From an optimization exercise on the open Yosys and OpenROAD flow, aimed at small area and a short achievable clock period; shortcuts taken in it are not production practice.
Function was checked by simulation only, so behaviour that the tests miss may differ from the original.
Power and IR drop assume default switching activity.

==> flow/design.v (excerpt) <==
module frame_buffer_top (
	input  wire logic                     clk_133M,
	input  wire logic                     rst_133,
	input  wire logic [9:0]               cam_i,         
	input  wire logic                     cam_valid_i,
	output logic [5:0]                     cmd_o,         
	output logic                          cmd_valid_o,
	input  wire logic                     cmd_ready_i,
	output logic [fb_pkg::PIX_W-1:0]      wr_data_o,
	output logic                          wr_valid_o,
	input  wire logic                     wr_ready_i,
	input  wire logic [fb_pkg::PIX_W-1:0] rd_data_i,
	input  wire logic                     rd_valid_i,
	input  wire logic                     frame_start_i,
	output logic [fb_pkg::PIX_W-1:0]      pix_o,
	output logic                          pix_valid_o,
	input  wire logic                     pix_ready_i
);
	logic [fb_pkg::PIX_W-1:0]   cam_pix;
	logic               cam_pix_valid;
	logic               wr_fifo_pop;
	logic               wr_ge_burst;
	logic               rd_push;
	logic               rd_clear;
  ...
Size in the first run: ~4200 cells after synthesis, ~2100 flip-flops, ~78000 um2 of cells after synthesis.
==> module pixel_fifo, before the edit <==
module pixel_fifo #(
	parameter int DEPTH = fb_pkg::FIFO_DEPTH   
) (
	input  wire logic                     clk_133M,
	input  wire logic                     rst_133,
	input  wire logic                     clear_i,
	input  wire logic                     push_i,
	input  wire logic [fb_pkg::PIX_W-1:0] din_i,
	input  wire logic                     pop_i,
	output logic [fb_pkg::PIX_W-1:0]      dout_o,
	output logic                          nempty_o,      
	output logic                          ge_burst_o,    
	output logic                          room_burst_o   
);
	localparam int SLOTS = DEPTH - 1;
	logic [fb_pkg::PIX_W-1:0]   sr [SLOTS];
	logic [fb_pkg::PIX_W-1:0]   head;
	logic [fb_pkg::PIX_W-1:0]   sr_q;      
	logic [fb_pkg::PIX_W-1:0]   grp_q [8];
	logic                       nempty;
	logic                       sr_empty;  
	logic                       full;      
	logic                       ge_burst;
	logic                       room_burst;
	logic                       one;
	logic                       do_push;
	logic                       do_pop;
	logic                       to_head;   
	logic                       sr_we;
	logic                       sr_rd;     
	logic                       idx_inc;
	logic                       idx_dec;
	logic [7:0]                 idx_lo;    
	logic [7:0]                 idx_hi;    
	logic [7:0]                 lo_inc, hi_inc, lo_dec, hi_dec;
	assign one      = nempty && sr_empty;
	assign do_pop   = pop_i && nempty;
	assign do_push  = push_i && (!full || do_pop);
	assign to_head  = !nempty || (one && do_pop);
	assign sr_we    = do_push && !to_head;
	assign sr_rd    = do_pop && !one;
	assign idx_inc  = sr_we && !sr_rd;
	assign idx_dec  = sr_rd && !sr_we;
	assign lo_inc = {idx_lo[6:0], idx_lo[7]};
	assign hi_inc = idx_lo[7] ? {idx_hi[6:0], idx_hi[7]} : idx_hi;
	assign lo_dec = {idx_lo[0], idx_lo[7:1]};
	assign hi_dec = idx_lo[0] ? {idx_hi[0], idx_hi[7:1]} : idx_hi;
	function automatic logic f_sr_empty(input logic [7:0] hi, input logic [7:0] lo);
		f_sr_empty = hi[7] && lo[7];
	endfunction
	function automatic logic f_full(input logic [7:0] hi, input logic [7:0] lo);
		f_full = hi[7] && lo[6];
	endfunction
	function automatic logic f_ge_burst(input logic [7:0] hi, input logic [7:0] lo);
		f_ge_burst = !(hi[0] || (hi[1] && (|lo[5:0]))) && !(hi[7] && lo[7]);
	endfunction
	function automatic logic f_room_burst(input logic [7:0] hi, input logic [7:0] lo);
		f_room_burst = (|hi[4:0]) || (hi[5] && !lo[7]) || (hi[7] && lo[7]);
	endfunction
	assign ge_burst_o   = ge_burst;
	assign room_burst_o = room_burst;
	always_comb begin
		for (int a = 0; a < 8; a++) begin
			grp_q[a] = '0;
			for (int b = 0; b < 8; b++) begin
				if (a * 8 + b < SLOTS) begin
					grp_q[a] = grp_q[a] | ({fb_pkg::PIX_W{idx_lo[b]}} & sr[a * 8 + b]);
				end
			end
		end
		sr_q = '0;
		for (int a = 0; a < 8; a++) begin
			sr_q = sr_q | ({fb_pkg::PIX_W{idx_hi[a]}} & grp_q[a]);
		end
	end
	always_ff @(posedge clk_133M) begin
		if (sr_we) begin
			sr[0] <= din_i;
			for (int i = 1; i < SLOTS; i++) begin
				sr[i] <= sr[i-1];
			end
		end
	end
	always_ff @(posedge clk_133M or negedge rst_133) begin
		if (!rst_133) begin
			head <= '0;
		end else if (do_push && to_head) begin
			head <= din_i;
		end else if (sr_rd) begin
			head <= sr_q;
		end
	end
	always_ff @(posedge clk_133M or negedge rst_133) begin
		if (!rst_133) begin
			nempty     <= 1'b0;
			idx_lo     <= 8'h80;
			idx_hi     <= 8'h80;
			sr_empty   <= 1'b1;
			full       <= 1'b0;
			ge_burst   <= 1'b0;
			room_burst <= 1'b1;
		end else if (clear_i) begin
			nempty     <= 1'b0;   
			idx_lo     <= 8'h80;
			idx_hi     <= 8'h80;
			sr_empty   <= 1'b1;
			full       <= 1'b0;
			ge_burst   <= 1'b0;
			room_burst <= 1'b1;
		end else begin
			if (idx_inc) begin
				idx_lo     <= lo_inc;
				idx_hi     <= hi_inc;
				sr_empty   <= f_sr_empty(hi_inc, lo_inc);
				full       <= f_full(hi_inc, lo_inc);
				ge_burst   <= f_ge_burst(hi_inc, lo_inc);
				room_burst <= f_room_burst(hi_inc, lo_inc);
			end else if (idx_dec) begin
				idx_lo     <= lo_dec;
				idx_hi     <= hi_dec;
				sr_empty   <= f_sr_empty(hi_dec, lo_dec);
				full       <= f_full(hi_dec, lo_dec);
				ge_burst   <= f_ge_burst(hi_dec, lo_dec);
				room_burst <= f_room_burst(hi_dec, lo_dec);
			end
			if (do_push) begin
				nempty <= 1'b1;
			end else if (do_pop) begin
				nempty <= !one;
			end
		end
	end
	logic nempty_q;
	always_ff @(posedge clk_133M or negedge rst_133) begin
		if (!rst_133) begin
			nempty_q <= 1'b0;
		end else if (clear_i) begin
			nempty_q <= 1'b0;
		end else if (push_i && (!full || (pop_i && nempty_q))) begin
			nempty_q <= 1'b1;
		end else if (pop_i && nempty_q) begin
			nempty_q <= !(nempty_q && sr_empty);
		end
	end
	assign dout_o   = head;
	assign nempty_o = nempty_q;
endmodule
==> flow/config.mk <==
export PLATFORM = sky130hd
export DESIGN_NAME = frame_buffer_top
export DESIGN_NICKNAME = frame_buffer_top
export VERILOG_FILES = /design/flow/design.v
export SDC_FILE = /design/flow/constraint.sdc
export NUM_CORES = 4
export LEC_CHECK = 0
export ABC_CLOCK_PERIOD_IN_PS = 2500
export CAP_MARGIN = 20
export CORE_MARGIN = 2
export CORE_UTILIZATION = 45
export CTS_CLUSTER_DIAMETER = 100
export CTS_CLUSTER_SIZE = 30
export SETUP_SLACK_MARGIN = 3.0
export SLEW_MARGIN = 20
export TNS_END_PERCENT = 100
==> flow/constraint.sdc <==
create_clock -name core_clock -period 5.5 [get_ports {clk_133M}]
set_input_delay 1.1000 -clock core_clock [delete_from_list [all_inputs] [get_ports {clk_133M}]]
set_output_delay 1.1000 -clock core_clock [all_outputs]
set_load 0.01 [all_outputs]
standard.sh (not shown) runs the stock make flow with config.mk's settings and CLKGATE_MAP_FILE= SYNTH_SCRIPT=/design/flow/synth_recipe.tcl, a recipe that flattens the netlist after the stock synthesis.
==> flow/flow/run.sh <==
#!/bin/bash
set -euo pipefail
bash standard.sh \
	"BUFFER_PORTS_ARGS=-buffer_cell sky130_fd_sc_hd__buf_4" \
	SKIP_VT_SWAP=1 SKIP_CRIT_VT_SWAP=1 \
	finish > flow_make.log 2>&1
Next try:
--- a/flow/design.v
+++ b/flow/design.v
@@ -161,18 +161,22 @@
 			for (int i = 1; i < SLOTS; i++) begin
 				sr[i] <= sr[i-1];
 			end
 		end
 	end
-	always_ff @(posedge clk_133M or negedge rst_133) begin
-		if (!rst_133) begin
-			head <= '0;
-		end else if (do_push && to_head) begin
-			head <= din_i;
-		end else if (sr_rd) begin
-			head <= sr_q;
-		end
+	logic                       head_ld_din;
+	logic                       head_ld_sr;
+	logic                       head_hold;
+	logic [fb_pkg::PIX_W-1:0]   head_n;
+	assign head_ld_din = do_push && to_head;
+	assign head_ld_sr  = sr_rd;
+	assign head_hold   = !(head_ld_din || head_ld_sr);
+	assign head_n      = ({fb_pkg::PIX_W{head_hold}} & head)
+	                   | ({fb_pkg::PIX_W{head_ld_din}} & din_i)
+	                   | ({fb_pkg::PIX_W{head_ld_sr}} & sr_q);
+	always_ff @(posedge clk_133M) begin
+		head <= head_n;
 	end
 	always_ff @(posedge clk_133M or negedge rst_133) begin
 		if (!rst_133) begin
 			nempty     <= 1'b0;
 			idx_lo     <= 8'h80;
The new run finished clean.
Setup slack improved by 0.040 ns.
Non-clock buffer count went up by 20.
Hold slack got worse by 0.042 ns.
Sequential share of layout area went up by 0.20 points.
Maximum frequency went up by about 1.6%.
Count of clock-buffer cells in the layout went down by 5.
Final cell count went down by about 1.7%.
Wire length went down by about 1.3%.
Power went up by 7.8%.
Sequential power stays flat.
Clock power went down by 3.1%.
Die area went down by about 0.45%.
Synthesized cell count went down by about 1.3%.
Clock skew went down by 0.013 ns.

what the ideal ports hide:
No port has a modelled driver above. Below, the same layouts with a new extraction and two added sets of constraints. Step 1 sets driving cells, clkbuf_16 on the clock port and buf_2 on the other inputs (assumed; they add their load-dependent delay and slew). Step 2 moves the port delays by t, midway between the first and last clock arrival at a register: inputs arrive t later, outputs are due t later. That takes back most of the time a late clock gives input paths. Three values: ideal, step 1, step 2; two values: the first two.
| run | t (ns) | slack for setup (ns) | worst setup path after step 2 |
|---|---|---|---|
| the first run | 0.815 | 2.981 / 2.899 / 2.340 | input to register |
| the second run | 0.817 | 3.021 / 2.966 / 2.217 | input to register |
After both steps every run listed still meets setup and hold. The setup slack of the second run, which loses most, moves by -0.055 ns with the drivers and by -0.804 ns with both steps.
